From an optimization exercise on the open Yosys and OpenROAD flow, aimed at small area and a short achievable clock period; shortcuts taken in it are not production practice.
Only simulation tests tie the RTL to the original design; equivalence was not proved.
Power is estimated from default activity; no workload was simulated.

### config.mk
export PLATFORM = sky130hd
export DESIGN_NAME = tag_wb_buffer
export DESIGN_NICKNAME = tag_wb_buffer
export VERILOG_FILES = /design/flow/design.v
export SDC_FILE = /design/flow/constraint.sdc
export NUM_CORES = 4
export LEC_CHECK = 0
export CAP_MARGIN = 20
export CORE_MARGIN = 2
export CORE_UTILIZATION = 40
export SLEW_MARGIN = 20
### constraint.sdc
create_clock -name core_clock -period 5.5 [get_ports {clk}]
set_input_delay 1.1000 -clock core_clock [delete_from_list [all_inputs] [get_ports {clk}]]
set_output_delay 1.1000 -clock core_clock [all_outputs]
set_load 0.01 [all_outputs]
### design.v
module tag_wb_buffer #(
    parameter int AW    = 32,
    parameter int DW    = 128,
    parameter int DEPTH = 4
) (
    input  logic                     clk,
    input  logic                     rst,
    input  logic                     wb_valid,
    output logic                     wb_ready,
    input  logic [AW-1:0]            wb_addr,
    input  logic [DW-1:0]            wb_data,
    output logic                     mem_valid,
    input  logic                     mem_ready,
    output logic [AW-1:0]            mem_addr,
    output logic [DW-1:0]            mem_data,
    input  logic                     lk_valid,
    input  logic [AW-1:0]            lk_addr,
    output logic                     lk_rsp,
    output logic                     lk_hit,
    output logic [DW-1:0]            lk_data,
    output logic [$clog2(DEPTH):0]   count
);
    localparam int PW = $clog2(DEPTH);
    localparam int CW = PW + 1;
    localparam logic [CW-1:0] FULL = CW'(DEPTH);
    logic [AW-1:0] addr_q [DEPTH];
    logic [DW-1:0] data_q [DEPTH];
    logic [PW-1:0] head, tail;
    logic          wb_acc, alloc, retire;
    logic          co_hit;
    logic [PW-1:0] co_idx, co_scan, wr_idx, lk_scan;
    logic          lk_hit_c;
    logic [DW-1:0] lk_data_c;
    always_comb begin
        wb_ready  = (count != FULL);
        mem_valid = (count != '0);
        mem_addr  = addr_q[head];
        mem_data  = data_q[head];
        wb_acc    = wb_valid && wb_ready;
        retire    = mem_valid && mem_ready;
        alloc     = wb_acc && !co_hit;
        wr_idx    = co_hit ? co_idx : tail;
    end
    always_comb begin
        co_hit  = 1'b0;
        co_idx  = head;
        co_scan = head;
        for (int i = 1; i < DEPTH; i++) begin
            co_scan = head + PW'(i);
            if (CW'(i) < count && addr_q[co_scan] == wb_addr) begin
                co_hit = 1'b1;
                co_idx = co_scan;
            end
        end
    end
    always_comb begin
        lk_hit_c  = 1'b0;
        lk_data_c = '0;
        lk_scan   = head;
        for (int i = 0; i < DEPTH; i++) begin
            lk_scan = head + PW'(i);
            if (CW'(i) < count && addr_q[lk_scan] == lk_addr) begin
                lk_hit_c  = 1'b1;
                lk_data_c = data_q[lk_scan];
            end
        end
        if (wb_acc && wb_addr == lk_addr) begin
            lk_hit_c  = 1'b1;
            lk_data_c = wb_data;
        end
    end
    always_ff @(posedge clk) begin
        if (rst) begin
            head    <= '0;
            tail    <= '0;
            count   <= '0;
            lk_rsp  <= 1'b0;
            lk_hit  <= 1'b0;
            lk_data <= '0;
        end else begin
            if (alloc) tail <= tail + 1'b1;
            if (retire) head <= head + 1'b1;
            case ({alloc, retire})
                2'b10:   count <= count + 1'b1;
                2'b01:   count <= count - 1'b1;
                default: count <= count;
            endcase
            lk_rsp  <= lk_valid;
            lk_hit  <= lk_valid && lk_hit_c;
            lk_data <= (lk_valid && lk_hit_c) ? lk_data_c : '0;
        end
    end
    always_ff @(posedge clk) begin
        if (wb_acc) begin
            addr_q[wr_idx] <= wb_addr;
            data_q[wr_idx] <= wb_data;
        end
    end
endmodule
### run.sh
#!/bin/bash
# synth_recipe.tcl (not shown) runs the flow's synth.tcl, then flattens the netlist and writes it again
# the make line also repeats each setting of config.mk as NAME=value (left out here)
make -C /OpenROAD-flow-scripts/flow DESIGN_CONFIG=/design/flow/config.mk WORK_HOME=/design/flow/orfs CLKGATE_MAP_FILE= SYNTH_SCRIPT=/design/flow/synth_recipe.tcl finish
==> impl_metrics.env, run 1 <==
export IMPL_drc=0
export IMPL_cts_htree_levels=3
export IMPL_start_util_pct=40.5
export IMPL_synth_edf_count=640
export IMPL_ys_ff_latch=779
export IMPL_port_buffers=491
export IMPL_cts_max_path_buffers=3
export IMPL_root_buffer="clkbuf_16"
export IMPL_drtPass1Iterations=6
export IMPL_rsz0062_at_grt="false"
export IMPL_required_ns=5.90
export IMPL_fin_hold_ws_ns=0.592
export IMPL_area_growth_pct=22.6
export IMPL_power_leakage_nw=18.6
export IMPL_ys_async_sr_fraction_pct=0
export IMPL_slew_violations=0
export IMPL_clock_sinks=779
export IMPL_cap_violations=0
export IMPL_start_kind="flip-flop"
export IMPL_synthTopCellsByArea="edfxtp_1 (40%), mux4_2 (11%), mux2i_1 (9.4%)"
export IMPL_fillCellCount=10449
export IMPL_fin_util_pct=49.6
export IMPL_yosysSeqAreaShare_pct=45.9
export IMPL_clock_latency_ns=0.72
export IMPL_yosys_cell_types_count=89
export IMPL_dp_cells=6060
export IMPL_arrival_ns=5.60
export IMPL_syn_nets=4368
export IMPL_grt_max_degree=256
export IMPL_end_kind="flip-flop"
export IMPL_die_h_um=350
export IMPL_core_area_um2=118000
export IMPL_status="complete, no violations"
export IMPL_layout_nets=4756
export IMPL_fin_skew_ns=0.0354
export IMPL_power_density_nw_per_um2=443
export IMPL_vias=37466
export IMPL_grt_pass1_vias=35958
export IMPL_detail_route_wl_per_cell_um=27.2
export IMPL_dieArea_um2=123000
export IMPL_avgSynthCellArea_um2=11.5
export IMPL_cts_resized=0
export IMPL_dp_hpwl_um=114000
export IMPL_syn_inst=4166
export IMPL_die_w_um=350
export IMPL_crit_fanout=39
export IMPL_yosys_area_top_type="edfxtp_1"
export IMPL_totalWireLength_um=169000
export IMPL_peakVddDrop_mv=0.459
export IMPL_layout_min_cycle_time_ns=5.20
export IMPL_antenna_found_initial=15
export IMPL_cts_setup_buffers=0
export IMPL_fmax_ghz=0.192
export IMPL_mostFrequentLayoutCells="edfxtp_1 (640), clkdlybuf4s50_1 (491), mux2i_1 (452), a21oi_1 (402), nand2_1 (286)"
export IMPL_top_level_ports=492
export IMPL_period_share_pct=94.5
export IMPL_synth_top_area_share_pct=40.1
export IMPL_cts_buffers=91
export IMPL_holdBufCountCts=0
export IMPL_hold_path_class="reg2reg"
export IMPL_core_rowCount=126
export IMPL_worst_slew_pin_slew_ns=1.28
export IMPL_gp_congestion=1.03
export IMPL_grt_pass1_wl_um=246000
export IMPL_yosys_warnings=1
export IMPL_final_common_cell="edfxtp_1"
export IMPL_drtIter0Drc=3670
export IMPL_syn_area_um2=47900
export IMPL_grt_usage_pct=27.0
export IMPL_viasPerCell=6.01
export IMPL_cts_tree="done"
export IMPL_layout_drive_gt1_share_pct=17.8
export IMPL_hold_viol=0
export IMPL_finalSetupViolations=0
export IMPL_synthFlopType="edfxtp_1"
export IMPL_crit_type="reg2reg"
export IMPL_layout_cells_non_filler=6234
export IMPL_slew_limit_headroom_pct=14.8
export IMPL_globalRouteOverflowTotal=0
export IMPL_clk_pin_slew_ns=0.06
export IMPL_postRouteAntennaNets=0
==> sequential cells by signal, indices dropped and copies added (netlist names), named ones only <==
register	cells
count	3
lk_rsp	1
tail	2
addr_q	128
head	2
data_q	512
lk_hit	1
lk_data	128
==> kinds of logic after synthesis <==
family / synth area share [%]
mux: 25.2
compound gates: 13.9
flops: 45.9
xor+xnor: 3.98
simple gates: 7.04
fa+ha+maj: 0.131
buf+inv: 3.83
==> final cells by class <==
cell class | instances | area [um2] | area share, %
multi-input cells | 2965 | 24200 | 41.2
well taps | 1600 | 2000 | 3.41
clock buffers | 114 | 2470 | 4.20
clock inverters | 56 | 616 | 1.05
flip-flops and latches | 779 | 22000 | 37.5
repair buffers | 692 | 7290 | 12.4
inverters | 25 | 98.8 | 0.168
diodes | 3 | 7.51 | 0.0128
==> cells in the mapped netlist (all sizes together), types with 9 or more instances <==
cell and number:
mux2i 453, edfxtp 640, clkbuf 276, a211oi 125, o21ai 266, xor2 49, a2111oi 9, o211ai 134
mux4 231, nor4 14, a31oi 63, inv 25, o22ai 13, nor2 274, nor2b 63, xnor2 169
nand3 20, mux2 207, nand4 34, nand2 287, a2bb2oi 9, nand2b 13, a21oi 403, buf 121
nor3 12, dfxtp 139
==> worst max-delay path: stages (launching register included) <==
cell       delay [ns]
dfxtp_4          0.87
mux4_2           0.67
xnor2_1          0.38
nand4_1          0.38
a2111oi_2        0.48
nand4_1          0.39
o211ai_1         0.31
a211oi_2         0.12
a211oi_4         0.38
nor3b_4          0.37
buf_12           0.28
buf_12           0.21
==> power breakdown <==
group | switching, mW | internal, mW | total [mW]
sequential | 0.762 | 7.46 | 8.22
combinational | 6.31 | 5.19 | 11.5
clock | 2.57 | 3.71 | 6.27
total | 9.64 | 16.4 | 26.0
==> metal layers <==
layer	track usage, %	vias to the layer above	part of all wire (%)
met3	6.24	275	8.7
met1	37.3	18724	43
met2	42.4	1627	46
li1	-	16820	-
met4	7.68	20	2.8
met5	0	-	0.079
==> worst paths after layout <==
kind	start	end	slack (ns)	cells past startpoint
worst max-delay path	head[0]$_SDFFE_PP0P_	data_q[3][46]$_DFFE_PP_	0.30	11
worst min-delay path	tail[0]$_SDFFE_PP0P_	tail[0]$_SDFFE_PP0P_	0.59	2
worst max register to register	head[0]$_SDFFE_PP0P_	data_q[3][46]$_DFFE_PP_	0.30	11
worst min register to register	tail[0]$_SDFFE_PP0P_	tail[0]$_SDFFE_PP0P_	0.59	2
==> stage by stage <==
step | setup slack, ns | area [um2] | TNS (ns) | total power [mW]
after global placement | 0.186 | 55600 | 0 | 19.6
after CTS | 0.339 | 58700 | 0 | 26.1
after floorplan | -2.04 | 48100 | -884.30 | 15.4
final | 0.301 | 58700 | 0 | 26.0
after global routing | 0.0823 | 58700 | 0 | 27.2
after detailed placement | 0.242 | 55600 | 0 | 19.7
==> run 2, diff against run 1 <==
==> design.v (replaced) <==
module tag_wb_buffer #(
    parameter int AW    = 32,
    parameter int DW    = 128,
    parameter int DEPTH = 4
) (
    input  logic                     clk,
    input  logic                     rst,
    input  logic                     wb_valid,
    output logic                     wb_ready,
    input  logic [AW-1:0]            wb_addr,
    input  logic [DW-1:0]            wb_data,
    output logic                     mem_valid,
    input  logic                     mem_ready,
    output logic [AW-1:0]            mem_addr,
    output logic [DW-1:0]            mem_data,
    input  logic                     lk_valid,
    input  logic [AW-1:0]            lk_addr,
    output logic                     lk_rsp,
    output logic                     lk_hit,
    output logic [DW-1:0]            lk_data,
    output logic [$clog2(DEPTH):0]   count
);
    localparam int CW = $clog2(DEPTH) + 1;
    localparam logic [CW-1:0] FULL = CW'(DEPTH);
    logic [AW-1:0]    addr_q [DEPTH];
    logic [DW-1:0]    data_q [DEPTH];
    logic [DEPTH-1:0] v;                
    logic [DEPTH-1:0] q [DEPTH];        
    logic [DEPTH-1:0] lk_sel;           
    logic [DEPTH-1:0] ws;               
    logic [DEPTH-1:0] co_m, lk_m;
    logic             wb_acc, retire, co_hit, alloc, wb_lk;
    logic             lk_nh;
    logic [DEPTH-1:0] q1 [DEPTH+1];
    logic [DEPTH-1:0] q2 [DEPTH];
    logic [DEPTH-1:0] v_n, sel_n;
    logic [AW-1:0]    ma;
    logic [DW-1:0]    md, ld;
    always_comb begin
        wb_ready  = (count != FULL);
        mem_valid = (count != '0);
        wb_acc    = wb_valid && wb_ready;
        retire    = mem_valid && mem_ready;
        ws = '0;
        for (int j = DEPTH - 1; j >= 0; j--) begin
            if (!v[j]) begin
                ws    = '0;
                ws[j] = 1'b1;
            end
        end
        for (int j = 0; j < DEPTH; j++) begin
            co_m[j] = v[j] && !q[0][j] && (addr_q[j] == wb_addr);
            lk_m[j] = v[j] && (addr_q[j] == lk_addr);
        end
        co_hit = wb_acc && (co_m != '0);
        alloc  = wb_acc && !co_hit;
        wb_lk  = wb_acc && (wb_addr == lk_addr);
        lk_nh  = (lk_m & ~q[0]) != '0;
        for (int k = 0; k < DEPTH; k++) begin
            q1[k] = (co_hit && (q[k] & co_m) != '0) ? ws : q[k];
            if (alloc && count == CW'(k)) q1[k] = ws;
        end
        q1[DEPTH] = ws;
        for (int k = 0; k < DEPTH; k++) q2[k] = retire ? q1[k+1] : q1[k];
        v_n = v;
        if (co_hit) v_n = v_n & ~co_m;
        if (retire) v_n = v_n & ~q[0];
        if (wb_acc) v_n = v_n | ws;
        if (wb_lk) sel_n = ws;
        else       sel_n = lk_m & (lk_nh ? ~q[0] : q[0]);
        if (!lk_valid) sel_n = '0;
        ma = '0;
        md = '0;
        ld = '0;
        for (int j = 0; j < DEPTH; j++) begin
            ma = ma | (addr_q[j] & {AW{q[0][j]}});
            md = md | (data_q[j] & {DW{q[0][j]}});
            ld = ld | (data_q[j] & {DW{lk_sel[j]}});
        end
        mem_addr = ma;
        mem_data = md;
        lk_data  = ld;
    end
    always_ff @(posedge clk) begin
        if (rst) begin
            v      <= '0;
            count  <= '0;
            lk_rsp <= 1'b0;
            lk_hit <= 1'b0;
            lk_sel <= '0;
        end else begin
            v <= v_n;
            case ({alloc, retire})
                2'b10:   count <= count + 1'b1;
                2'b01:   count <= count - 1'b1;
                default: count <= count;
            endcase
            lk_rsp <= lk_valid;
            lk_hit <= lk_valid && (wb_lk || lk_m != '0);
            lk_sel <= sel_n;
        end
    end
    always_ff @(posedge clk) begin
        for (int k = 0; k < DEPTH; k++) q[k] <= q2[k];
    end
    always_ff @(posedge clk) begin
        for (int j = 0; j < DEPTH; j++) begin
            if (ws[j]) begin
                addr_q[j] <= wb_addr;
                data_q[j] <= wb_data;
            end
        end
    end
endmodule
==> flow/run.sh (new file) <==
#!/bin/bash
# Standard ORFS layout, except that the port buffers are buf_1 cells rather than the
# resizer's default pick (clkdlybuf4s50_1), which is larger and slower.
set -euo pipefail
bash standard.sh "BUFFER_PORTS_ARGS=-buffer_cell sky130_fd_sc_hd__buf_1" finish > make.log 2>&1
==> standard.sh (new file) <==
#!/bin/bash
# synth_recipe.tcl (not shown) runs the flow's synth.tcl, then flattens the netlist and writes it again
# the make line also repeats each setting of config.mk as NAME=value (left out here)
make -C /OpenROAD-flow-scripts/flow DESIGN_CONFIG=/design/flow/config.mk WORK_HOME=/design/flow/orfs CLKGATE_MAP_FILE= SYNTH_SCRIPT=/design/flow/synth_recipe.tcl "${@:-finish}"
--- a/config.mk
+++ b/config.mk
@@ -8,4 +8,5 @@
 export CAP_MARGIN = 20
 export CORE_MARGIN = 2
 export CORE_UTILIZATION = 40
+export SETUP_SLACK_MARGIN = 2.5
 export SLEW_MARGIN = 20
removed: run.sh
==> run 2 against run 1 <==
Fmax increased by 63%; register-to-register slack improved by 2.2 ns; combinational power decreased by 42%; via count decreased by 37%; cell count decreased by 38%; synthesized cell count decreased by 45%; cell area decreased by 31%; setup slack improved by 2.0 ns.
==> impl_metrics.env, run 2 <==
export IMPL_status="complete, no violations"
export IMPL_place_ws_ns=0.879
export IMPL_arrival_ns=2.09
export IMPL_gp_congestion=0.986
export IMPL_avgSynthCellArea_um2=13.3
export IMPL_cts_buffers=75
export IMPL_grt_usage_pct=29.7
export IMPL_yosysSeqAreaShare_pct=65.6
export IMPL_syn_inst=2273
export IMPL_slew_violations=0
export IMPL_die_h_um=279
export IMPL_drtIter0Drc=2671
export IMPL_syn_nets=2477
export IMPL_regToRegSetupSlack_ns=2.49
export IMPL_power_density_nw_per_um2=449
export IMPL_drtPass1Iterations=5
export IMPL_mostFrequentLayoutCells="edfxtp_1 (644), a22oi_1 (333), nand2_1 (289), buf_1 (269), a22oi_2 (249)"
export IMPL_antenna_found_initial=12
export IMPL_peakVddDrop_mv=0.332
export IMPL_fin_skew_ns=0.0263
export IMPL_grt_pass1_wl_um=168000
export IMPL_syn_area_um2=30300
export IMPL_ys_ff_latch=669
export IMPL_crit_type="reg2out"
export IMPL_final_setup_tns_ns=0
export IMPL_fmax_ghz=0.313
export IMPL_yosys_cell_types_count=55
export IMPL_ys_async_sr_fraction_pct=0
export IMPL_root_buffer="clkbuf_16"
export IMPL_worst_slew_pin_slew_ns=1.12
export IMPL_rsz0062_at_grt="true"
export IMPL_yosys_cell_count_top_type="edfxtp_1"
export IMPL_port_buffers=491
export IMPL_totalWireLength_um=126000
export IMPL_start_kind="flip-flop"
export IMPL_postRouteAntennaNets=0
export IMPL_hold_path_class="reg2reg"
export IMPL_fillCellCount=6114
export IMPL_power_leakage_nw=14.1
export IMPL_regMostFlops="data_q"
export IMPL_layout_nets=3010
export IMPL_largestRegisters="data_q: 512 flops, addr_q: 128 flops, q: 16 flops"
export IMPL_top_level_ports=492
export IMPL_grt_max_degree=145
export IMPL_final_area_um2=40300
export IMPL_synthFlopType="edfxtp_1"
export IMPL_synth_edf_count=644
export IMPL_largest_register_ffs=512
export IMPL_dp_hpwl_um=65700
export IMPL_cts_htree_levels=3
export IMPL_netlist_top_cells_count="edfxtp_1 (644), a22oi_1 (582), nand2_1 (302), clkbuf_1 (157), xnor2_1 (153)"
export IMPL_detail_route_wl_per_cell_um=32.9
export IMPL_period_share_pct=58.1
export IMPL_hold_viol=0
export IMPL_drc=0
export IMPL_holdBufCountCts=0
export IMPL_fin_hold_ws_ns=0.561
export IMPL_globalRouteOverflowTotal=0
export IMPL_layout_min_cycle_time_ns=3.19
export IMPL_core_rowCount=100
export IMPL_clock_sinks=669
export IMPL_viasPerCell=6.19
export IMPL_fin_ws_ns=2.31
export IMPL_vias=23762
export IMPL_yosys_warnings=6
export IMPL_cts_max_path_buffers=3
export IMPL_place_area_um2=33000
export IMPL_layout_drive_gt1_share_pct=28.5
export IMPL_cap_violations=0
export IMPL_area_growth_pct=33.1
export IMPL_slew_limit_headroom_pct=25.4
export IMPL_yosys_area_top_type="edfxtp_1"
export IMPL_core_area_um2=74700
export IMPL_end_kind="output port"
export IMPL_finalSetupViolations=0
export IMPL_start_util_pct=40.5
export IMPL_grt_pass1_vias=23643
export IMPL_final_common_cell="edfxtp_1"
export IMPL_dieArea_um2=77900
export IMPL_synthTopCellsByArea="edfxtp_1 (64%), a22oi_1 (14%), xnor2_1 (4.4%)"
export IMPL_die_w_um=279
export IMPL_clock_latency_ns=0.66
export IMPL_synth_top_area_share_pct=63.9
export IMPL_cts_tree="done"
export IMPL_clk_pin_slew_ns=0.06
export IMPL_required_ns=4.40
export IMPL_crit_fanout=11
[run 2: cell count changes after synthesis, sizes merged, moves of 199 or more]
cell / change
o21ai: -258
mux2i: -440
a21oi: -392
mux2: -199
a22oi: +576
mux4: -231
nor2: -257
[run 2: stage by stage]
| stage | power [mW] | utilization (%) | cells |
|---|---|---|---|
| 2_1_floorplan | 8.81 | - | 2273 |
| 3_3_place_gp | 10.5 | 44.1 | 3564 |
| 3_5_place_dp | 10.5 | 44.1 | 3565 |
| 4_1_cts | 16.9 | 50.8 | 3790 |
| 5_1_grt | 18.7 | 53.9 | 3838 |
| 6_report | 18.1 | 53.9 | 3840 |
[run 2: where the power goes]
group | internal (mW) | total (mW) | switching (mW)
registers | 6.11 | 6.45 | 0.342
clock network | 2.83 | 4.94 | 2.12
logic | 2.76 | 6.71 | 3.95
[run 2: cell type report]
| class | count | area, um2 | share of cell area, % |
|---|---|---|---|
| Timing Repair Buffer | 652 | 5500 | 13.6 |
| Multi-Input combinational cell | 1386 | 11200 | 27.8 |
| Inverter | 22 | 98.8 | 0.245 |
| Tap cell | 969 | 1210 | 3.01 |
| Clock inverter | 35 | 413 | 1.03 |
| Clock buffer | 99 | 2000 | 4.96 |
| Sequential cell | 669 | 19900 | 49.3 |
| Antenna cell | 8 | 20.0 | 0.0497 |
[run 2: logic make-up (layout without fill, tap and decap cells)]
family                   after synthesis  count (layout)  synth area share [%]
AO/OA/AOI/OAI                        631             631                  15.7
XOR/XNOR                             273             273                  7.90
adder cells (fa/ha/maj)                7               7                 0.289
buffers and inverters                218             808                  2.99
flip-flops                           669             669                  65.6
multiplexers                          21              21                 0.777
other                                  0               8                     0
AND/OR/NAND/NOR                      454             454                  6.84
[run 2: what timing repair did]
action / 4_1_cts / 5_1_grt
pin swaps: 60 / 107
resized for setup: 327 / 452
endpoints found under the hold margin: 0 / 0
endpoints found under the setup margin: 316 / 252
buffers inserted: 59 / 12
cloned: 32 / 29
[run 2: worst paths after layout]
check                        start                   end  depth (start not counted)
min                q[2][0]$_DFF_P_       q[2][0]$_DFF_P_                          2
min reg2reg        q[2][0]$_DFF_P_       q[2][0]$_DFF_P_                          2
max              q[0][0]$_DFFE_PP_           mem_addr[3]                          6
max reg2reg  count[0]$_SDFFE_PP0P_  lk_sel[3]$_SDFF_PP0_                         10
[run 2: routing by layer]
metal	global-route usage [%]	wire [um]	up-vias
met4	10.8	4990	8
met5	0	54	-
li1	-	-	9944
met1	38.7	48800	12178
met3	7.25	11800	287
met2	48.4	60600	1345
[run 2: critical path, cell delays in order, from the launching register on]
cell	delay (ns)
edfxtp_1	0.40
buf_6	0.17
buf_12	0.16
buf_16	0.19
a22oi_1	0.20
nand2_1	0.14
buf_2	0.17
==> run 3, diff against run 2 <==
--- a/config.mk
+++ b/config.mk
@@ -8,5 +8,4 @@
 export CAP_MARGIN = 20
 export CORE_MARGIN = 2
 export CORE_UTILIZATION = 40
-export SETUP_SLACK_MARGIN = 2.5
 export SLEW_MARGIN = 20
==> run 3 against run 2 <==
First-iteration DRC count fell by 26%; combinational power decreased by about 40%; still clean on timing, DRC and antenna; clock power about the same; largest cell class unchanged; cell count fell by 3.2%; largest power group is now registers.
==> impl_metrics.env, run 3 <==
export IMPL_status="complete, no violations"
export IMPL_grt_usage_pct=26.5
export IMPL_syn_area_um2=30300
export IMPL_yosysSeqAreaShare_pct=65.6
export IMPL_cts_tree="done"
export IMPL_clock_sinks=669
export IMPL_globalRouteOverflowTotal=0
export IMPL_worst_slew_pin_slew_ns=1.16
export IMPL_antenna_found_initial=18
export IMPL_fillCellCount=6724
export IMPL_drc=0
export IMPL_yosys_area_top_type="edfxtp_1"
export IMPL_final_area_um2=35400
export IMPL_layout_nets=2881
export IMPL_synthFlopType="edfxtp_1"
export IMPL_fin_skew_ns=0.0313
export IMPL_dp_cells=3568
export IMPL_port_buffers=491
export IMPL_multi_input_area_um2=9550
export IMPL_fin_hold_ws_ns=0.508
export IMPL_largestRegisters="data_q: 512 flops, addr_q: 128 flops, q: 16 flops"
export IMPL_die_h_um=279
export IMPL_arrival_ns=4.37
export IMPL_fmax_ghz=0.250
export IMPL_slew_violations=0
export IMPL_peakVddDrop_mv=0.680
export IMPL_root_buffer="clkbuf_16"
export IMPL_viasPerCell=5.98
export IMPL_layout_min_cycle_time_ns=4.00
export IMPL_netlist_top_cells_count="edfxtp_1 (644), a22oi_1 (582), nand2_1 (302), clkbuf_1 (157), xnor2_1 (153)"
export IMPL_detail_route_wl_per_cell_um=28.7
export IMPL_postRouteAntennaNets=0
export IMPL_required_ns=5.87
export IMPL_end_kind="flip-flop"
export IMPL_grt_pass1_wl_um=153000
export IMPL_synth_top_area_share_pct=63.9
export IMPL_slowest_delay_ns=0.58
export IMPL_clock_latency_ns=0.63
export IMPL_dp_hpwl_um=68100
export IMPL_hold_viol=0
export IMPL_drtPass1Iterations=7
export IMPL_area_growth_pct=16.9
export IMPL_crit_type="in2reg"
export IMPL_cts_max_path_buffers=3
export IMPL_start_kind="primary input"
export IMPL_holdBufCountCts=0
export IMPL_cp_num_buf_inv=1
export IMPL_largest_register_ffs=512
export IMPL_cts_resized=0
export IMPL_p_total_mw=15.3
export IMPL_die_w_um=279
export IMPL_crit_chain="buf_1 -> xor2_1 -> nor4_1 -> nand3_1 -> nor3_2 -> nor4_2 -> a31oi_1 -> nand2b_1 -> nand2_1 -> mux2_1"
export IMPL_grt_pass1_vias=22524
export IMPL_place_ws_ns=0.974
export IMPL_path_delay_family="simple AND/OR/NAND/NOR gates"
export IMPL_mostFrequentLayoutCells="edfxtp_1 (644), a22oi_1 (582), buf_1 (491), nand2_1 (302), xnor2_1 (153)"
export IMPL_synthTopCellsByArea="edfxtp_1 (64%), a22oi_1 (14%), xnor2_1 (4.4%)"
export IMPL_start_util_pct=40.5
export IMPL_cap_violations=0
export IMPL_yosys_cell_types_count=55
export IMPL_top_level_ports=492
export IMPL_rsz0062_at_grt="false"
export IMPL_syn_inst=2273
export IMPL_ys_async_sr_fraction_pct=0
export IMPL_ff_latch_area_um2=19900
export IMPL_slowest_stage="nor4_1"
export IMPL_power_density_nw_per_um2=434
export IMPL_cts_htree_levels=3
export IMPL_cts_setup_buffers=0
export IMPL_yosys_cell_count_top_type="edfxtp_1"
export IMPL_yosys_warnings=6
export IMPL_fin_ws_ns=1.50
export IMPL_power_leakage_nw=11.9
export IMPL_place_area_um2=32900
export IMPL_syn_nets=2477
export IMPL_vias=22217
export IMPL_avgSynthCellArea_um2=13.3
export IMPL_dieArea_um2=77900
export IMPL_crit_fanout=9
export IMPL_hold_path_class="reg2reg"
export IMPL_regMostFlops="data_q"
export IMPL_core_area_um2=74700
export IMPL_period_share_pct=72.8
export IMPL_synth_edf_count=644
export IMPL_grt_max_degree=165
export IMPL_cts_buffers=76
export IMPL_clk_pin_slew_ns=0.06
export IMPL_drtIter0Drc=1980
export IMPL_core_rowCount=100
export IMPL_slew_limit_headroom_pct=22.4
export IMPL_gp_congestion=0.967
export IMPL_totalWireLength_um=107000
export IMPL_final_common_cell="edfxtp_1"
export IMPL_layout_cells_non_filler=3717
export IMPL_layout_drive_gt1_share_pct=5.81
export IMPL_finalSetupViolations=0
export IMPL_ys_ff_latch=669
-- run 3: cell counts after synthesis --
No cell type changed its count.
-- run 3: final cells by class --
class	instances	share of cell area, %
Sequential cell	669	56.1
Multi-Input combinational cell	1386	27.0
Timing Repair Buffer	522	6.22
Clock buffer	95	5.58
Tap cell	969	3.43
Clock inverter	43	1.32
Inverter	22	0.244
Antenna cell	11	0.0778
-- run 3: per-layer routing --
metal	vias up	GRT usage (%)	wire, um
met3	206	5.82	8270
met5	-	0	103
li1	9639	-	-
met1	11326	34.5	43200
met4	16	9.84	3780
met2	1030	43.5	51200
-- run 3: metrics by stage --
step	TNS, ns	util, %
after floorplan	-856.30	-
after CTS	0	47.3
after global routing	0	47.3
after detailed placement	0	44.1
after global placement	0	44.1
final	0	47.4
-- run 3: where the power goes --
group / leakage (nW) / switching [mW] / total (mW) / internal [mW]
registers: 6.25 / 0.289 / 6.39 / 6.11
clock network: 1.17 / 2.12 / 4.95 / 2.83
logic: 4.48 / 2.86 / 4.01 / 1.14
-- run 3: final timing paths --
path | from | endpoint | slack, ns | depth (start not counted)
max | wb_addr[25] | q[0][2]$_DFFE_PP_ | 1.50 | 10
min | v[0]$_SDFF_PP0_ | q[1][0]$_DFF_P_ | 0.51 | 1
max reg2reg | addr_q[3][27]$_DFFE_PP_ | q[0][2]$_DFFE_PP_ | 1.95 | 9
min reg2reg | v[0]$_SDFF_PP0_ | q[1][0]$_DFF_P_ | 0.51 | 1
-- run 3: cells by family after synthesis --
logic type	after synthesis	synth area share (%)
flip-flops	669	65.6
AO/OA/AOI/OAI	631	15.7
AND/OR/NAND/NOR	454	6.84
XOR/XNOR	273	7.90
buffers and inverters	218	2.99
multiplexers	21	0.777
adder cells (fa/ha/maj)	7	0.289
==> run 4, diff against run 3 <==
--- a/config.mk
+++ b/config.mk
@@ -7,5 +7,6 @@
 export LEC_CHECK = 0
 export CAP_MARGIN = 20
 export CORE_MARGIN = 2
-export CORE_UTILIZATION = 40
+export CORE_UTILIZATION = 60
+export SETUP_SLACK_MARGIN = 2.5
 export SLEW_MARGIN = 20
==> run 4 against run 3 <==
Clock skew decreased by 0.017 ns; combinational power increased by 62%; still clean; highest routed layer unchanged; critical endpoint is now lk_data[8]; critical path depth down 6.
==> impl_metrics.env, run 4 <==
export IMPL_slew_limit_headroom_pct=23.1
export IMPL_area_growth_pct=28.4
export IMPL_syn_nets=2477
export IMPL_totalWireLength_um=122000
export IMPL_cts_buffers=71
export IMPL_layout_drive_gt1_share_pct=20.7
export IMPL_cap_violations=0
export IMPL_start_kind="flip-flop"
export IMPL_peakVddDrop_mv=0.310
export IMPL_yosys_warnings=6
export IMPL_netlist_top_cells_count="edfxtp_1 (644), a22oi_1 (582), nand2_1 (302), clkbuf_1 (157), xnor2_1 (153)"
export IMPL_drtIter0Drc=3592
export IMPL_antenna_found_initial=11
export IMPL_slew_violations=0
export IMPL_grt_pass1_wl_um=159000
export IMPL_grt_max_degree=139
export IMPL_clk_pin_slew_ns=0.06
export IMPL_detail_route_wl_per_cell_um=34.6
export IMPL_regMostFlops="data_q"
export IMPL_fillCellCount=2972
export IMPL_port_buffers=491
export IMPL_holdBufCountCts=0
export IMPL_synthFlopType="edfxtp_1"
export IMPL_top_level_ports=492
export IMPL_final_common_cell="edfxtp_1"
export IMPL_globalRouteOverflowTotal=0
export IMPL_ys_ff_latch=669
export IMPL_grt_pass1_vias=23411
export IMPL_postRouteAntennaNets=0
export IMPL_power_density_nw_per_um2=459
export IMPL_cts_max_path_buffers=3
export IMPL_worst_slew_pin_slew_ns=1.15
export IMPL_yosysSeqAreaShare_pct=65.6
export IMPL_period_share_pct=56.9
export IMPL_yosys_cell_count_top_type="edfxtp_1"
export IMPL_p_total_mw=17.8
export IMPL_layout_nets=3001
export IMPL_gp_congestion=0.991
export IMPL_avgSynthCellArea_um2=13.3
export IMPL_vias=24572
export IMPL_hold_path_class="reg2reg"
export IMPL_fmax_ghz=0.319
export IMPL_start_util_pct=60.6
export IMPL_place_ws_ns=0.985
export IMPL_place_area_um2=32500
export IMPL_end_kind="output port"
export IMPL_fin_ws_ns=2.37
export IMPL_syn_inst=2273
export IMPL_mostFrequentLayoutCells="edfxtp_1 (644), a22oi_1 (439), buf_1 (388), nand2_1 (295), xnor2_1 (152)"
export IMPL_largest_register_ffs=512
export IMPL_fin_skew_ns=0.0138
export IMPL_die_w_um=229
export IMPL_drtPass1Iterations=6
export IMPL_hold_viol=0
export IMPL_cts_htree_levels=3
export IMPL_rsz0062_at_grt="true"
export IMPL_ys_async_sr_fraction_pct=0
export IMPL_final_setup_tns_ns=0
export IMPL_required_ns=4.40
export IMPL_syn_area_um2=30300
export IMPL_grt_usage_pct=42.2
export IMPL_synth_edf_count=644
export IMPL_crit_fanout=14
export IMPL_viasPerCell=6.95
export IMPL_status="complete, no violations"
export IMPL_final_area_um2=38900
export IMPL_yosys_area_top_type="edfxtp_1"
export IMPL_core_rowCount=82
export IMPL_drc=0
export IMPL_largestRegisters="data_q: 512 flops, addr_q: 128 flops, q: 16 flops"
export IMPL_dieArea_um2=52300
export IMPL_yosys_cell_types_count=55
export IMPL_root_buffer="clkbuf_16"
export IMPL_crit_type="reg2out"
export IMPL_clock_sinks=669
export IMPL_power_leakage_nw=13.5
export IMPL_cts_tree="done"
export IMPL_arrival_ns=2.03
export IMPL_clock_latency_ns=0.62
export IMPL_synth_top_area_share_pct=63.9
export IMPL_die_h_um=229
export IMPL_fin_util_pct=77.8
export IMPL_core_area_um2=50000
export IMPL_finalSetupViolations=0
export IMPL_dp_hpwl_um=62900
export IMPL_layout_min_cycle_time_ns=3.13
export IMPL_synthTopCellsByArea="edfxtp_1 (64%), a22oi_1 (14%), xnor2_1 (4.4%)"
-- run 4: cell counts after synthesis --
Identical to the previous run, type by type.
-- run 4: critical path: stages, from the launching register on --
cell and delay (ns):
dfxtp_4 0.44, buf_4 0.29, a22oi_1 0.13, nand2_1 0.10, buf_1 0.46
-- run 4: area by class of cell --
cell class,count,area (um2),share of cell area [%]
repair inverters,1,5.00,0.0129
inverters,22,86.3,0.222
clock inverters,38,425,1.09
flip-flops and latches,669,19900,51.1
clock buffers,87,1920,4.95
well taps,672,841,2.16
diodes,14,35.0,0.0902
multi-input cells,1386,10800,27.8
repair buffers,646,4870,12.5
-- run 4: path summary, 6_finish.rpt --
kind / startpoint / end / slack [ns] / cells after the start
worst min register to register: q[3][0]$_DFF_P_ / q[3][0]$_DFF_P_ / 0.56 / 1
worst max-delay path: lk_sel[2]$_SDFF_PP0_ / lk_data[8] / 2.37 / 4
worst max register to register: addr_q[0][4]$_DFFE_PN_ / q[0][2]$_DFFE_PP_ / 2.48 / 11
worst min-delay path: q[3][0]$_DFF_P_ / q[3][0]$_DFF_P_ / 0.56 / 1
-- run 4: logic make-up after synthesis --
family,after synthesis,synth area share [%]
mux,21,0.777
fa+ha+maj,7,0.289
compound gates,631,15.7
simple gates,454,6.84
buf+inv,218,2.99
flops,669,65.6
xor+xnor,273,7.90
-- run 4: per-layer routing --
metal	track usage, %	share of wire [%]	wire [um]
met1	55.3	34	41200
met2	65.1	45	55100
met3	11.2	14	17100
met4	22.1	7.4	9070
met5	0	0.020	24
-- run 4: per-stage QoR --
step           cells  hold slack (ns)
6_report        3535            0.560
5_1_grt         3524            0.580
4_1_cts         3464            0.533
3_5_place_dp    3270            0.500
3_3_place_gp    3270            0.497
2_1_floorplan   2273            0.466
-- run 4: repair_timing --
action,4_1_cts,5_1_grt
setup buffers,47,20
cloned,22,36
setup endpoints to repair,316,188
endpoints found under the hold margin,0,0
resized for setup,166,330
pin swaps,23,45
-- run 4: where the power goes --
group          switching [mW]  total (mW)  internal, mW
Combinational            4.03        6.49          2.46
Clock                    1.98        4.89          2.91
Sequential              0.353        6.46          6.11
==> run 5, diff against run 4 <==
--- a/config.mk
+++ b/config.mk
@@ -5,6 +5,7 @@
 export SDC_FILE = /design/flow/constraint.sdc
 export NUM_CORES = 4
 export LEC_CHECK = 0
+export ABC_CLOCK_PERIOD_IN_PS = 2500
 export CAP_MARGIN = 20
 export CORE_MARGIN = 2
 export CORE_UTILIZATION = 60
==> run 5 against run 4 <==
Cell area stayed put; setup slack stayed put; die area stayed put; critical path type unchanged; power stayed put; critical endpoint unchanged.
==> impl_metrics.env, run 5 <==
export IMPL_status="complete, no violations"
export IMPL_synthFlopType="edfxtp_1"
export IMPL_die_h_um=229
export IMPL_use_met3_pct=11.2
export IMPL_postRouteAntennaNets=0
export IMPL_dp_cells=3270
export IMPL_totalWireLength_um=122000
export IMPL_synth_edf_count=644
export IMPL_slew_violations=0
export IMPL_antenna_found_initial=11
export IMPL_gr_usage_met1_pct=55.3
export IMPL_layout_nets=3001
export IMPL_start_kind="flip-flop"
export IMPL_power_density_nw_per_um2=459
export IMPL_worst_slew_pin_slew_ns=1.15
export IMPL_fillCellCount=2972
export IMPL_final_area_um2=38900
export IMPL_holdBufCountCts=0
export IMPL_fin_skew_ns=0.0138
export IMPL_crit_type="reg2out"
export IMPL_required_ns=4.40
export IMPL_synthTopCellsByArea="edfxtp_1 (64%), a22oi_1 (14%), xnor2_1 (4.4%)"
export IMPL_layout_cells_non_filler=3535
export IMPL_avgSynthCellArea_um2=13.3
export IMPL_vias=24572
export IMPL_core_rowCount=82
export IMPL_r2r_cells=11
export IMPL_power_leakage_nw=13.5
export IMPL_crit_fanout=14
export IMPL_detail_route_wl_per_cell_um=34.6
export IMPL_ys_async_sr_fraction_pct=0
export IMPL_fmax_ghz=0.319
export IMPL_hold_viol=0
export IMPL_clock_sinks=669
export IMPL_peakVddDrop_mv=0.310
export IMPL_clock_latency_ns=0.62
export IMPL_final_setup_tns_ns=0
export IMPL_gr_max_usage_layer="met2"
export IMPL_netlist_top_cells_count="edfxtp_1 (644), a22oi_1 (582), nand2_1 (302), clkbuf_1 (157), xnor2_1 (153)"
export IMPL_cts_tree="done"
export IMPL_hold_depth=1
export IMPL_ys_ff_latch=669
export IMPL_layout_min_cycle_time_ns=3.13
export IMPL_hold_path_class="reg2reg"
export IMPL_final_common_cell="edfxtp_1"
export IMPL_ff_latch_area_um2=19900
export IMPL_start_util_pct=60.6
export IMPL_slew_limit_headroom_pct=23.1
export IMPL_period_share_pct=56.9
export IMPL_viasPerCell=6.95
export IMPL_largest_register_ffs=512
export IMPL_end_kind="output port"
export IMPL_arrival_ns=2.03
export IMPL_die_w_um=229
export IMPL_regMostFlops="data_q"
export IMPL_top_level_ports=492
export IMPL_grtUsageMet2_pct=65.1
export IMPL_syn_nets=2477
export IMPL_gp_congestion=0.991
export IMPL_dp_hpwl_um=62900
export IMPL_mostFrequentLayoutCells="edfxtp_1 (644), a22oi_1 (439), buf_1 (388), nand2_1 (295), xnor2_1 (152)"
export IMPL_dieArea_um2=52300
export IMPL_globalRouteOverflowTotal=0
export IMPL_core_area_um2=50000
export IMPL_place_area_um2=32500
export IMPL_syn_inst=2273
export IMPL_grt_pass1_vias=23411
export IMPL_fin_hold_ws_ns=0.560
export IMPL_root_buffer="clkbuf_16"
export IMPL_grt_max_degree=139
export IMPL_grt_pass1_wl_um=159000
export IMPL_synth_top_area_share_pct=63.9
export IMPL_port_buffers=491
export IMPL_drc=0
export IMPL_cap_violations=0
export IMPL_yosys_warnings=6
export IMPL_yosys_cell_types_count=55
export IMPL_grt_usage_pct=42.2
export IMPL_area_growth_pct=28.4
export IMPL_cts_htree_levels=3
export IMPL_finalSetupViolations=0
export IMPL_layout_drive_gt1_share_pct=20.7
export IMPL_syn_area_um2=30300
export IMPL_cts_max_path_buffers=3
export IMPL_cts_buffers=71
export IMPL_p_total_mw=17.8
export IMPL_clk_pin_slew_ns=0.06
export IMPL_yosysSeqAreaShare_pct=65.6
export IMPL_multi_input_area_um2=10800
export IMPL_rsz0062_at_grt="true"
export IMPL_drtIter0Drc=3592
export IMPL_yosys_area_top_type="edfxtp_1"
export IMPL_largestRegisters="data_q: 512 flops, addr_q: 128 flops, q: 16 flops"
export IMPL_yosys_cell_count_top_type="edfxtp_1"
export IMPL_drtPass1Iterations=6
==> run 5: cell counts after synthesis <==
No cell type changed its count.
==> run 5: worst max-delay path, stage by stage (launching register included) <==
cell     delay (ns)
dfxtp_4        0.44
buf_4          0.29
a22oi_1        0.13
nand2_1        0.10
buf_1          0.46
==> run 5: power by group <==
part           switching (mW)  internal (mW)  total [mW]
combinational            4.03           2.46        6.49
clock                    1.98           2.91        4.89
sequential              0.353           6.11        6.46
==> run 5: cell families after synthesis <==
| family | Yosys count | synth area share, % |
|---|---|---|
| flops | 669 | 65.6 |
| buf+inv | 218 | 2.99 |
| mux | 21 | 0.777 |
| compound gates | 631 | 15.7 |
| fa+ha+maj | 7 | 0.289 |
| xor+xnor | 273 | 7.90 |
| simple gates | 454 | 6.84 |
==> run 5: final timing paths <==
kind | start | endpoint | slack, ns
setup reg to reg | addr_q[0][4]$_DFFE_PN_ | q[0][2]$_DFFE_PP_ | 2.48
hold / removal | q[3][0]$_DFF_P_ | q[3][0]$_DFF_P_ | 0.56
setup / recovery | lk_sel[2]$_SDFF_PP0_ | lk_data[8] | 2.37
hold reg to reg | q[3][0]$_DFF_P_ | q[3][0]$_DFF_P_ | 0.56
==> run 5: metal layers <==
metal,vias to the layer above,part of all wire (%)
met2,2059,45
met5,-,0.020
met3,464,14
met4,4,7.4
met1,12120,34
li1,9925,-
==> run 5: cell type report <==
class | instances | area share [%]
multi-input combinational | 1386 | 27.8
clock inverter | 38 | 1.09
tap | 672 | 2.16
sequential | 669 | 51.1
timing repair inverter | 1 | 0.0129
inverter | 22 | 0.222
timing repair buffer | 646 | 12.5
antenna | 14 | 0.0902
clock buffer | 87 | 4.95
==> run 5: repair_timing <==
item | CTS | global route
setup buffers | 47 | 20
resized for setup | 166 | 330
endpoints found under the setup margin | 316 | 188
cloned | 22 | 36
pin swaps | 23 | 45
hold endpoints to repair | 0 | 0
==> run 5: through the flow <==
| step | utilization [%] | setup WS [ns] |
|---|---|---|
| after detailed placement | 65.1 | 0.985 |
| final | 77.8 | 2.37 |
| after global placement | 65.1 | 1.04 |
| after CTS | 73.4 | 2.41 |
| after floorplan | - | -5.43 |
| after global routing | 77.7 | 2.34 |
==> run 6, diff against run 5 <==
--- a/config.mk
+++ b/config.mk
@@ -5,9 +5,10 @@
 export SDC_FILE = /design/flow/constraint.sdc
 export NUM_CORES = 4
 export LEC_CHECK = 0
-export ABC_CLOCK_PERIOD_IN_PS = 2500
 export CAP_MARGIN = 20
 export CORE_MARGIN = 2
 export CORE_UTILIZATION = 60
+export CTS_CLUSTER_DIAMETER = 80
+export CTS_CLUSTER_SIZE = 30
 export SETUP_SLACK_MARGIN = 2.5
 export SLEW_MARGIN = 20
==> run 6 against run 5 <==
Still clean on timing, DRC and antenna; fmax is 0.83% higher; global-route usage is 0.38 points lower; first-iteration DRC count shrank 2.2%; register-to-register slack gained 0.03 ns; cell count shrank 2.0%; core utilization down 1.6 points; critical endpoint is now mem_addr[23].
==> impl_metrics.env, run 6 <==
export IMPL_status="complete, no violations"
export IMPL_cts_buffers=34
export IMPL_die_w_um=229
export IMPL_met3_length_um=15300
export IMPL_multi_input_area_um2=11100
export IMPL_antenna_found_initial=8
export IMPL_root_buffer="clkbuf_16"
export IMPL_area_growth_pct=25.7
export IMPL_crit_start="q[0][0]$_DFFE_PP_"
export IMPL_end_kind="output port"
export IMPL_start_util_pct=60.6
export IMPL_detail_route_wl_per_cell_um=34.1
export IMPL_grt_usage_pct=41.8
export IMPL_dp_cells=3270
export IMPL_dieArea_um2=52300
export IMPL_crit_type="reg2out"
export IMPL_die_h_um=229
export IMPL_arrival_ns=2.01
export IMPL_period_share_pct=56.5
export IMPL_yosys_cell_types_count=55
export IMPL_globalRouteOverflowTotal=0
export IMPL_cap_violations=0
export IMPL_rsz0062_at_grt="true"
export IMPL_clock_sinks=669
export IMPL_yosysSeqAreaShare_pct=65.6
export IMPL_viasPerCell=6.96
export IMPL_drtPass1Iterations=8
export IMPL_largestRegisters="data_q: 512 flops, addr_q: 128 flops, q: 16 flops"
export IMPL_final_common_cell="edfxtp_1"
export IMPL_power_density_nw_per_um2=424
export IMPL_core_rowCount=82
export IMPL_cts_tree="done"
export IMPL_fin_hold_ws_ns=0.551
export IMPL_syn_nets=2477
export IMPL_synthTopCellsByArea="edfxtp_1 (64%), a22oi_1 (14%), xnor2_1 (4.4%)"
export IMPL_fillCellCount=3073
export IMPL_place_area_um2=32500
export IMPL_cts_max_path_buffers=3
export IMPL_highest_layer="met4"
export IMPL_yosys_area_top_type="edfxtp_1"
export IMPL_peakVddDrop_mv=0.417
export IMPL_grt_pass1_vias=23020
export IMPL_top_level_ports=492
export IMPL_cts_htree_levels=2
export IMPL_slew_violations=0
export IMPL_layout_drive_gt1_share_pct=22.3
export IMPL_dp_hpwl_um=62900
export IMPL_fmax_ghz=0.322
export IMPL_port_buffers=491
export IMPL_mostFrequentLayoutCells="edfxtp_1 (644), a22oi_1 (398), buf_1 (349), nand2_1 (294), a22oi_2 (184)"
export IMPL_final_area_um2=38000
export IMPL_synth_top_area_share_pct=63.9
export IMPL_ff_latch_area_um2=19900
export IMPL_power_leakage_nw=13.1
export IMPL_largest_register_ffs=512
export IMPL_yosys_warnings=6
export IMPL_fin_ws_ns=2.39
export IMPL_layout_nets=2962
export IMPL_hold_viol=0
export IMPL_crit_fanout=21
export IMPL_wl_met1_um=40600
export IMPL_start_kind="flip-flop"
export IMPL_syn_inst=2273
export IMPL_fin_skew_ns=0.0265
export IMPL_gp_congestion=0.991
export IMPL_vias=24114
export IMPL_postRouteAntennaNets=0
export IMPL_ys_async_sr_fraction_pct=0
export IMPL_hold_path_class="reg2reg"
export IMPL_yosys_cell_count_top_type="edfxtp_1"
export IMPL_clock_latency_ns=0.59
export IMPL_synth_edf_count=644
export IMPL_drtIter0Drc=3513
export IMPL_grt_max_degree=139
export IMPL_worst_slew_pin_slew_ns=1.14
export IMPL_synthFlopType="edfxtp_1"
export IMPL_place_ws_ns=0.985
export IMPL_ys_ff_latch=669
export IMPL_syn_area_um2=30300
export IMPL_regMostFlops="data_q"
export IMPL_drc=0
export IMPL_netlist_top_cells_count="edfxtp_1 (644), a22oi_1 (582), nand2_1 (302), clkbuf_1 (157), xnor2_1 (153)"
export IMPL_holdCritStartpoint="q[3][0]$_DFF_P_"
export IMPL_clk_pin_slew_ns=0.10
export IMPL_layout_min_cycle_time_ns=3.11
export IMPL_avgSynthCellArea_um2=13.3
export IMPL_finalSetupViolations=0
export IMPL_required_ns=4.40
export IMPL_slew_limit_headroom_pct=24.2
export IMPL_fin_util_pct=76.2
export IMPL_layout_cells_non_filler=3463
export IMPL_regToRegStartpoint="q[0][0]$_DFFE_PP_"
export IMPL_core_area_um2=50000
export IMPL_totalWireLength_um=118000
export IMPL_grt_pass1_wl_um=158000
export IMPL_wl_met2_um=55100
[run 6: cell counts after synthesis]
No cell type changed its count.
[run 6: worst max-delay path, cell delays in order, from the launching register on]
cell      delay [ns]
edfxtp_1        0.47
buf_12          0.20
buf_16          0.22
a22oi_1         0.23
nand2_1         0.13
buf_1           0.15
[run 6: worst paths after layout]
path	to	slack [ns]	cells after the start
worst max-delay path	mem_addr[23]	2.39	5
worst min-delay path	q[3][0]$_DFF_P_	0.55	1
worst max register to register	q[0][0]$_DFFE_PP_	2.51	13
worst min register to register	q[3][0]$_DFF_P_	0.55	1
[run 6: repair_timing]
action / 4_1_cts / 5_1_grt
gates resized for setup: 200 / 472
setup endpoints to repair: 316 / 189
cloned: 24 / 29
hold endpoints to repair: 0 / 0
setup buffers: 50 / 21
hold buffers: 0 / 0
pin swaps: 26 / 91
[run 6: power by group]
| part | total (mW) | internal [mW] | switching, mW |
|---|---|---|---|
| combinational | 6.67 | 2.68 | 3.99 |
| sequential | 6.45 | 6.10 | 0.354 |
| clock | 3.02 | 1.32 | 1.70 |
| total | 16.1 | 10.1 | 6.05 |
[run 6: logic make-up (layout without fill, tap and decap cells)]
kind of cell | Yosys count | count (layout) | synth area share, %
DFF | 669 | 669 | 65.6
and+or+nand+nor | 454 | 454 | 6.84
AOI/OAI and AO/OA | 631 | 631 | 15.7
adders and majority gates | 7 | 7 | 0.289
other | 0 | 15 | 0
buffers and inverters | 218 | 721 | 2.99
xor gates and xnor gates | 273 | 273 | 7.90
muxes | 21 | 21 | 0.777
[run 6: stage by stage]
| step | setup TNS, ns | power (mW) |
|---|---|---|
| after floorplan | -856.30 | 8.81 |
| after CTS | 0 | 14.4 |
| after global routing | 0 | 16.5 |
| after global placement | 0 | 10.3 |
| final | 0 | 16.1 |
| after detailed placement | 0 | 10.4 |
[run 6: final cells by class]
cell class | instances | area share, %
flip-flops and latches | 669 | 52.2
multi-input cells | 1386 | 29.0
clock inverters | 17 | 0.595
diodes | 15 | 0.0987
well taps | 672 | 2.21
inverters | 22 | 0.227
clock buffers | 37 | 2.32
repair inverters | 1 | 0.0197
repair buffers | 644 | 13.3
[run 6: per-layer routing]
| layer | track usage [%] | up-vias |
|---|---|---|
| li1 | - | 9802 |
| met1 | 55.1 | 12059 |
| met4 | 20.1 | 0 |
| met5 | 0 | - |
| met2 | 65.2 | 1865 |
| met3 | 10.7 | 388 |
==> run 7, diff against run 6 <==
--- a/config.mk
+++ b/config.mk
@@ -8,7 +8,7 @@
 export CAP_MARGIN = 20
 export CORE_MARGIN = 2
 export CORE_UTILIZATION = 60
-export CTS_CLUSTER_DIAMETER = 80
-export CTS_CLUSTER_SIZE = 30
+export CTS_BUF_LIST = sky130_fd_sc_hd__clkbuf_4 sky130_fd_sc_hd__clkbuf_8
+export CTS_CLUSTER_SIZE = 20
 export SETUP_SLACK_MARGIN = 2.5
 export SLEW_MARGIN = 20
==> run 7 against run 6 <==
Synthesized cell count stayed put; synthesized area stayed put; largest cell class unchanged; first-iteration DRC count grew 8.6%; critical path depth rose by 1; still clean; cell area increased by 4.8%; via count up 5.6%; highest routed layer is now met5; power rose by 6.0%; count of clock-buffer cells in the layout increased by 112.
==> impl_metrics.env, run 7 <==
export IMPL_status="complete, no violations"
export IMPL_clock_sinks=669
export IMPL_hold_depth=1
export IMPL_clock_latency_ns=0.74
export IMPL_synth_edf_count=644
export IMPL_detail_route_wl_per_cell_um=35.8
export IMPL_core_rowCount=82
export IMPL_regToRegStartpoint="q[0][1]$_DFFE_PP_"
export IMPL_arrival_ns=2.17
export IMPL_dieArea_um2=52300
export IMPL_top_level_ports=492
export IMPL_netlist_top_cells_count="edfxtp_1 (644), a22oi_1 (582), nand2_1 (302), clkbuf_1 (157), xnor2_1 (153)"
export IMPL_layout_drive_gt1_share_pct=32.1
export IMPL_globalRouteOverflowTotal=0
export IMPL_core_area_um2=50000
export IMPL_dp_cells=3270
export IMPL_synthFlopType="edfxtp_1"
export IMPL_met3_length_um=18800
export IMPL_syn_inst=2273
export IMPL_yosys_cell_count_top_type="edfxtp_1"
export IMPL_fin_skew_ns=0.0312
export IMPL_vias=25460
export IMPL_drc=0
export IMPL_final_setup_tns_ns=0
export IMPL_cts_tree="done"
export IMPL_area_growth_pct=31.8
export IMPL_slew_limit_headroom_pct=22.7
export IMPL_largest_register_ffs=512
export IMPL_slew_violations=0
export IMPL_layout_min_cycle_time_ns=3.27
export IMPL_cap_violations=0
export IMPL_grt_pass1_wl_um=164000
export IMPL_drtPass1Iterations=6
export IMPL_yosysSeqAreaShare_pct=65.6
export IMPL_root_buffer="clkbuf_8"
export IMPL_layout_cells_non_filler=3606
export IMPL_gp_congestion=0.991
export IMPL_die_w_um=229
export IMPL_cts_htree_levels=3
export IMPL_power_leakage_nw=14.2
export IMPL_ys_async_sr_fraction_pct=0
export IMPL_final_area_um2=39900
export IMPL_cts_max_path_buffers=3
export IMPL_grt_pass1_vias=24178
export IMPL_syn_nets=2477
export IMPL_place_area_um2=32500
export IMPL_synth_top_area_share_pct=63.9
export IMPL_dp_hpwl_um=62900
export IMPL_hold_path_class="reg2reg"
export IMPL_antenna_found_initial=12
export IMPL_wl_met1_um=42500
export IMPL_postRouteAntennaNets=0
export IMPL_wl_met2_um=57500
export IMPL_synthTopCellsByArea="edfxtp_1 (64%), a22oi_1 (14%), xnor2_1 (4.4%)"
export IMPL_holdPathEnd="q[3][0]$_DFF_P_"
export IMPL_yosys_cell_types_count=55
export IMPL_yosys_area_top_type="edfxtp_1"
export IMPL_holdCritStartpoint="q[3][0]$_DFF_P_"
export IMPL_start_util_pct=60.6
export IMPL_viasPerCell=7.06
export IMPL_regMostFlops="data_q"
export IMPL_rsz0062_at_grt="true"
export IMPL_holdBufCountCts=0
export IMPL_finalSetupViolations=0
export IMPL_peakVddDrop_mv=0.322
export IMPL_grt_usage_pct=43.2
export IMPL_die_h_um=229
export IMPL_grt_max_degree=139
export IMPL_crit_type="reg2out"
export IMPL_ys_ff_latch=669
export IMPL_final_common_cell="edfxtp_1"
export IMPL_port_buffers=491
export IMPL_period_share_pct=59.5
export IMPL_yosys_warnings=6
export IMPL_totalWireLength_um=129000
export IMPL_start_kind="flip-flop"
export IMPL_avgSynthCellArea_um2=13.3
export IMPL_largestRegisters="data_q: 512 flops, addr_q: 128 flops, q: 16 flops"
export IMPL_drtIter0Drc=3815
export IMPL_r2r_cells=13
export IMPL_fin_util_pct=79.8
export IMPL_layout_nets=3046
export IMPL_hold_viol=0
export IMPL_rr_endpoint="q[3][1]$_DFF_P_"
export IMPL_mostFrequentLayoutCells="edfxtp_1 (644), a22oi_1 (305), nand2_1 (292), a22oi_2 (277), buf_1 (249)"
export IMPL_highest_layer="met5"
export IMPL_clk_pin_slew_ns=0.06
export IMPL_required_ns=4.40
export IMPL_worst_slew_pin_slew_ns=1.16
export IMPL_regToRegSetupSlack_ns=2.42
export IMPL_fmax_ghz=0.306
export IMPL_end_kind="output port"
export IMPL_fillCellCount=2749
export IMPL_cts_buffers=106
export IMPL_syn_area_um2=30300
export IMPL_crit_fanout=9
export IMPL_power_density_nw_per_um2=429
## run 7: how the worst max path moves through the flow
stage | endpoint | depth (start not counted) | start | slack [ns]
after floorplan | q[1][1]$_DFF_P_ | 4 | v[0]$_SDFF_PP0_ | -5.43
after global placement | q[0][1]$_DFFE_PP_ | 10 | wb_addr[25] | 1.04
after detailed placement | q[0][2]$_DFFE_PP_ | 10 | wb_addr[25] | 0.98
after CTS | mem_addr[28] | 5 | q[0][0]$_DFFE_PP_ | 2.36
after global routing | mem_data[97] | 6 | q[0][1]$_DFFE_PP_ | 2.22
final | mem_data[97] | 6 | q[0][1]$_DFFE_PP_ | 2.23
## run 7: metrics by stage
step	hold slack, ns	setup slack, ns	power, mW
floorplan	0.466	-5.43	8.81
global placement	0.497	1.04	10.3
detailed placement	0.500	0.985	10.4
CTS	0.533	2.36	15.5
global route	0.581	2.22	17.4
finish	0.542	2.23	17.1
## run 7: cell type report
class / count / area, um2 / area share (%)
tap: 672 / 841 / 2.11
multi-input combinational: 1386 / 11300 / 28.4
clock inverter: 37 / 234 / 0.587
antenna: 14 / 35.0 / 0.0878
clock buffer: 149 / 1830 / 4.59
timing repair buffer: 656 / 5660 / 14.2
timing repair inverter: 1 / 7.51 / 0.0188
sequential: 669 / 19900 / 49.8
inverter: 22 / 86.3 / 0.216
## run 7: logic make-up after synthesis
family	Yosys count	synth area share (%)
flops	669	65.6
xor+xnor	273	7.90
buf+inv	218	2.99
fa+ha+maj	7	0.289
simple gates	454	6.84
mux	21	0.777
compound gates	631	15.7
## run 7: routing by layer
layer,vias up,GRT usage [%]
met5,-,0
met4,6,22.1
met3,647,14.4
met2,2377,66.3
met1,12405,55.2
li1,10025,-
## run 7: where the power goes
| part | switching (mW) | total [mW] | internal [mW] |
|---|---|---|---|
| clock | 2.02 | 4.21 | 2.20 |
| combinational | 4.05 | 6.43 | 2.39 |
| sequential | 0.356 | 6.47 | 6.11 |
## run 7: critical path: stages, from the launching register on
cell	delay [ns]
edfxtp_1	0.41
buf_8	0.19
buf_16	0.17
buf_16	0.17
a22oi_1	0.23
nand2_1	0.11
clkbuf_2	0.16
## run 7: repair_timing
action | in CTS | in global routing
pin swaps | 29 | 60
resized for setup | 378 | 464
gates cloned | 33 | 37
setup buffers | 48 | 18
endpoints found under the setup margin | 316 | 311
==> run 8, diff against run 7 <==
==> run.sh (new file) <==
#!/bin/bash
# synth_recipe.tcl (not shown) runs the flow's synth.tcl, then flattens the netlist and writes it again
# the make line also repeats each setting of config.mk as NAME=value (left out here)
make -C /OpenROAD-flow-scripts/flow DESIGN_CONFIG=/design/flow/config.mk WORK_HOME=/design/flow/orfs CLKGATE_MAP_FILE= SYNTH_SCRIPT=/design/flow/synth_recipe.tcl finish
==> config.mk (replaced) <==
export PLATFORM = sky130hd
export DESIGN_NAME = tag_wb_buffer
export DESIGN_NICKNAME = tag_wb_buffer
export VERILOG_FILES = /design/flow/design.v
export SDC_FILE = /design/flow/constraint.sdc
export NUM_CORES = 4
export LEC_CHECK = 0
export CAP_MARGIN = 20
export CORE_MARGIN = 2
export CORE_UTILIZATION = 40
export SLEW_MARGIN = 20
removed: flow/run.sh
removed: standard.sh
==> run 8 against run 7 <==
Core utilization decreased by 28 points; count of clock-buffer cells in the layout decreased by 46; highest routed layer unchanged; largest cell class unchanged; worst hold slack got worse by 0.034 ns; global-route usage decreased by 16 points; power decreased by 5.6%; cell count increased by 3.2%; wire length decreased by 15%; non-clock buffer count decreased by 126; first-iteration DRC count decreased by 47%.
==> impl_metrics.env, run 8 <==
export IMPL_fin_util_pct=51.5
export IMPL_hold_viol=0
export IMPL_largestRegisters="data_q: 512 flops, addr_q: 128 flops, q: 16 flops"
export IMPL_wl_met2_um=53100
export IMPL_r2r_cells=9
export IMPL_regToRegStartpoint="addr_q[2][0]$_DFFE_PP_"
export IMPL_die_w_um=279
export IMPL_cts_htree_levels=3
export IMPL_fin_hold_ws_ns=0.508
export IMPL_start_util_pct=40.5
export IMPL_yosys_cell_types_count=55
export IMPL_yosys_area_top_type="edfxtp_1"
export IMPL_synthFlopType="edfxtp_1"
export IMPL_cts_tree="done"
export IMPL_cts_buffers=76
export IMPL_layout_min_cycle_time_ns=4.33
export IMPL_crit_fanout=22
export IMPL_drtPass1Iterations=5
export IMPL_netlist_top_cells_count="edfxtp_1 (644), a22oi_1 (582), nand2_1 (302), clkbuf_1 (157), xnor2_1 (153)"
export IMPL_core_rowCount=100
export IMPL_top_level_ports=492
export IMPL_ys_ff_latch=669
export IMPL_slew_violations=0
export IMPL_grt_pass1_wl_um=157000
export IMPL_dieArea_um2=77900
export IMPL_p_total_mw=16.2
export IMPL_clock_sinks=669
export IMPL_viasPerCell=5.92
export IMPL_totalWireLength_um=110000
export IMPL_crit_start="q[0][1]$_DFFE_PP_"
export IMPL_fin_ws_ns=1.17
export IMPL_avgSynthCellArea_um2=13.3
export IMPL_start_kind="flip-flop"
export IMPL_holdBufCountCts=0
export IMPL_drc=0
export IMPL_vias=22010
export IMPL_root_buffer="clkbuf_16"
export IMPL_hold_path_class="reg2reg"
export IMPL_fillCellCount=6391
export IMPL_met3_length_um=9430
export IMPL_final_setup_tns_ns=0
export IMPL_core_area_um2=74700
export IMPL_power_frac_clock_pct=30.0
export IMPL_detail_route_wl_per_cell_um=29.5
export IMPL_syn_nets=2477
export IMPL_worst_slew_pin_slew_ns=1.19
export IMPL_synth_edf_count=644
export IMPL_dp_hpwl_um=70900
export IMPL_seqPwrFrac_pct=39.8
export IMPL_ys_async_sr_fraction_pct=0
export IMPL_grt_pass1_vias=22446
export IMPL_switching_power_mw=5.24
export IMPL_power_density_nw_per_um2=420
export IMPL_largest_register_ffs=512
export IMPL_power_leakage_nw=13.2
export IMPL_rsz0062_at_grt="false"
export IMPL_highest_layer="met5"
export IMPL_yosys_cell_count_top_type="edfxtp_1"
export IMPL_synth_top_area_share_pct=63.9
export IMPL_finalSetupViolations=0
export IMPL_grt_usage_pct=27.4
export IMPL_peakVddDrop_mv=0.373
export IMPL_syn_inst=2273
export IMPL_required_ns=4.40
export IMPL_regMostFlops="data_q"
export IMPL_syn_area_um2=30300
export IMPL_hold_depth=1
export IMPL_final_area_um2=38500
export IMPL_arrival_ns=3.23
export IMPL_mostFrequentLayoutCells="edfxtp_1 (644), a22oi_1 (582), clkdlybuf4s50_1 (491), nand2_1 (302), xnor2_1 (153)"
export IMPL_clock_latency_ns=0.63
export IMPL_end_kind="output port"
export IMPL_swShare_pct=32.4
export IMPL_slew_limit_headroom_pct=20.5
export IMPL_drtIter0Drc=2034
export IMPL_yosys_warnings=6
export IMPL_globalRouteOverflowTotal=0
export IMPL_cap_violations=0
export IMPL_grt_max_degree=165
export IMPL_fmax_ghz=0.231
export IMPL_layout_cells_non_filler=3720
export IMPL_place_ws_ns=0.701
export IMPL_synthTopCellsByArea="edfxtp_1 (64%), a22oi_1 (14%), xnor2_1 (4.4%)"
export IMPL_final_common_cell="edfxtp_1"
export IMPL_cts_setup_buffers=0
export IMPL_wl_met1_um=44200
export IMPL_die_h_um=279
export IMPL_dp_cells=3576
export IMPL_clk_pin_slew_ns=0.06
export IMPL_place_area_um2=36100
export IMPL_yosysSeqAreaShare_pct=65.6
export IMPL_crit_type="reg2out"
export IMPL_layout_nets=2889
export IMPL_gp_congestion=0.932
export IMPL_fin_skew_ns=0.0357
export IMPL_layout_drive_gt1_share_pct=6.06
export IMPL_p_int_mw=10.9
export IMPL_power_frac_comb_pct=30.2
export IMPL_status="complete, no violations"
export IMPL_postRouteAntennaNets=0
export IMPL_antenna_found_initial=14
export IMPL_cts_max_path_buffers=3
export IMPL_period_share_pct=78.8
export IMPL_port_buffers=491
export IMPL_holdCritStartpoint="v[0]$_SDFF_PP0_"
export IMPL_area_growth_pct=27.2
export IMPL_cts_resized=0
run 8: critical path, stage by stage (launching register included):
cell and delay [ns]:
edfxtp_1 1.14, buf_4 0.48, a22oi_1 0.12, nand2_1 0.25
clkdlybuf4s50_1 0.61
run 8: area by class of cell:
class	count	area [um2]	area share [%]
Clock buffer	103	2040	5.31
Timing Repair Buffer	530	5400	14.0
Clock inverter	30	312	0.809
Multi-Input combinational cell	1386	9550	24.8
Inverter	22	86.3	0.224
Sequential cell	669	19900	51.6
Tap cell	969	1210	3.15
Antenna cell	11	27.5	0.0715
run 8: logic make-up after synthesis:
group                    count (synthesis)  synth area share (%)
flip-flops                             669                  65.6
AO/OA/AOI/OAI                          631                  15.7
AND/OR/NAND/NOR                        454                  6.84
XOR/XNOR                               273                  7.90
buffers and inverters                  218                  2.99
multiplexers                            21                 0.777
adder cells (fa/ha/maj)                  7                 0.289
run 8: worst paths after layout:
kind / endpoint / slack [ns]
setup / recovery: mem_data[127] / 1.17
hold / removal: q[1][0]$_DFF_P_ / 0.51
setup reg to reg: q[0][3]$_DFFE_PP_ / 2.00
hold reg to reg: q[1][0]$_DFF_P_ / 0.51
run 8: power groups by stage:
stage	combinational, mW	sequential [mW]	clock (mW)
floorplan	2.34	6.47	0
global placement	4.89	6.50	0
detailed placement	4.87	6.53	0
CTS	4.90	6.43	4.93
global route	5.17	6.47	5.14
finish	4.87	6.43	4.84
run 8: per-layer routing:
metal | vias up | GRT usage [%]
met5 | - | 0
met4 | 12 | 8.38
met3 | 147 | 6.68
met2 | 1008 | 45.0
met1 | 11169 | 35.9
li1 | 9674 | -

port drivers added, routing unchanged:
Ports are ideal in the flow. The routed layouts listed here were re-timed in OpenROAD.
Step 1: set_driving_cell puts a clkbuf_16 on clk and a buf_2 on each other input, an assumption about the parent block.
Step 2 times the ports against the registers' clock, not the clock port: input delays grow and output delays shrink by t, the midpoint of the rising clock arrivals with the driver on.
a / b / c = ideal / step 1 / step 2; a / b = the first two.
| run | t (ns) | setup WS [ns] | worst setup path at the end | latest minus earliest clock arrival (ns) | cell pins on the clock port's net |
|---|---|---|---|---|---|
| run 1 | 0.776 | 0.301 / 0.301 / 0.080 | input to register | 0.035 / 0.036 | 1 |
| run 2 | 0.698 | 2.305 / 2.242 / 1.703 | input to register | 0.044 / 0.045 | 1 |
| run 3 | 0.673 | 1.498 / 1.529 / 0.856 | input to register | 0.039 / 0.038 | 1 |
| run 4 | 0.680 | 2.368 / 2.301 / 1.763 | input to register | 0.017 / 0.017 | 1 |
| run 5 | 0.680 | 2.368 / 2.301 / 1.763 | input to register | 0.017 / 0.017 | 1 |
| run 6 | 0.651 | 2.394 / 2.327 / 1.771 | input to register | 0.037 / 0.037 | 1 |
| run 7 | 0.797 | 2.230 / 2.160 / 1.617 | input to register | 0.034 / 0.033 | 1 |
| run 8 | 0.674 | 1.167 / 1.103 / 0.558 | input to register | 0.038 / 0.038 | 1 |
After both steps every run listed still meets setup and hold. The setup slack of run 3, which loses most, moves by +0.031 ns with the drivers and by -0.642 ns with both steps.
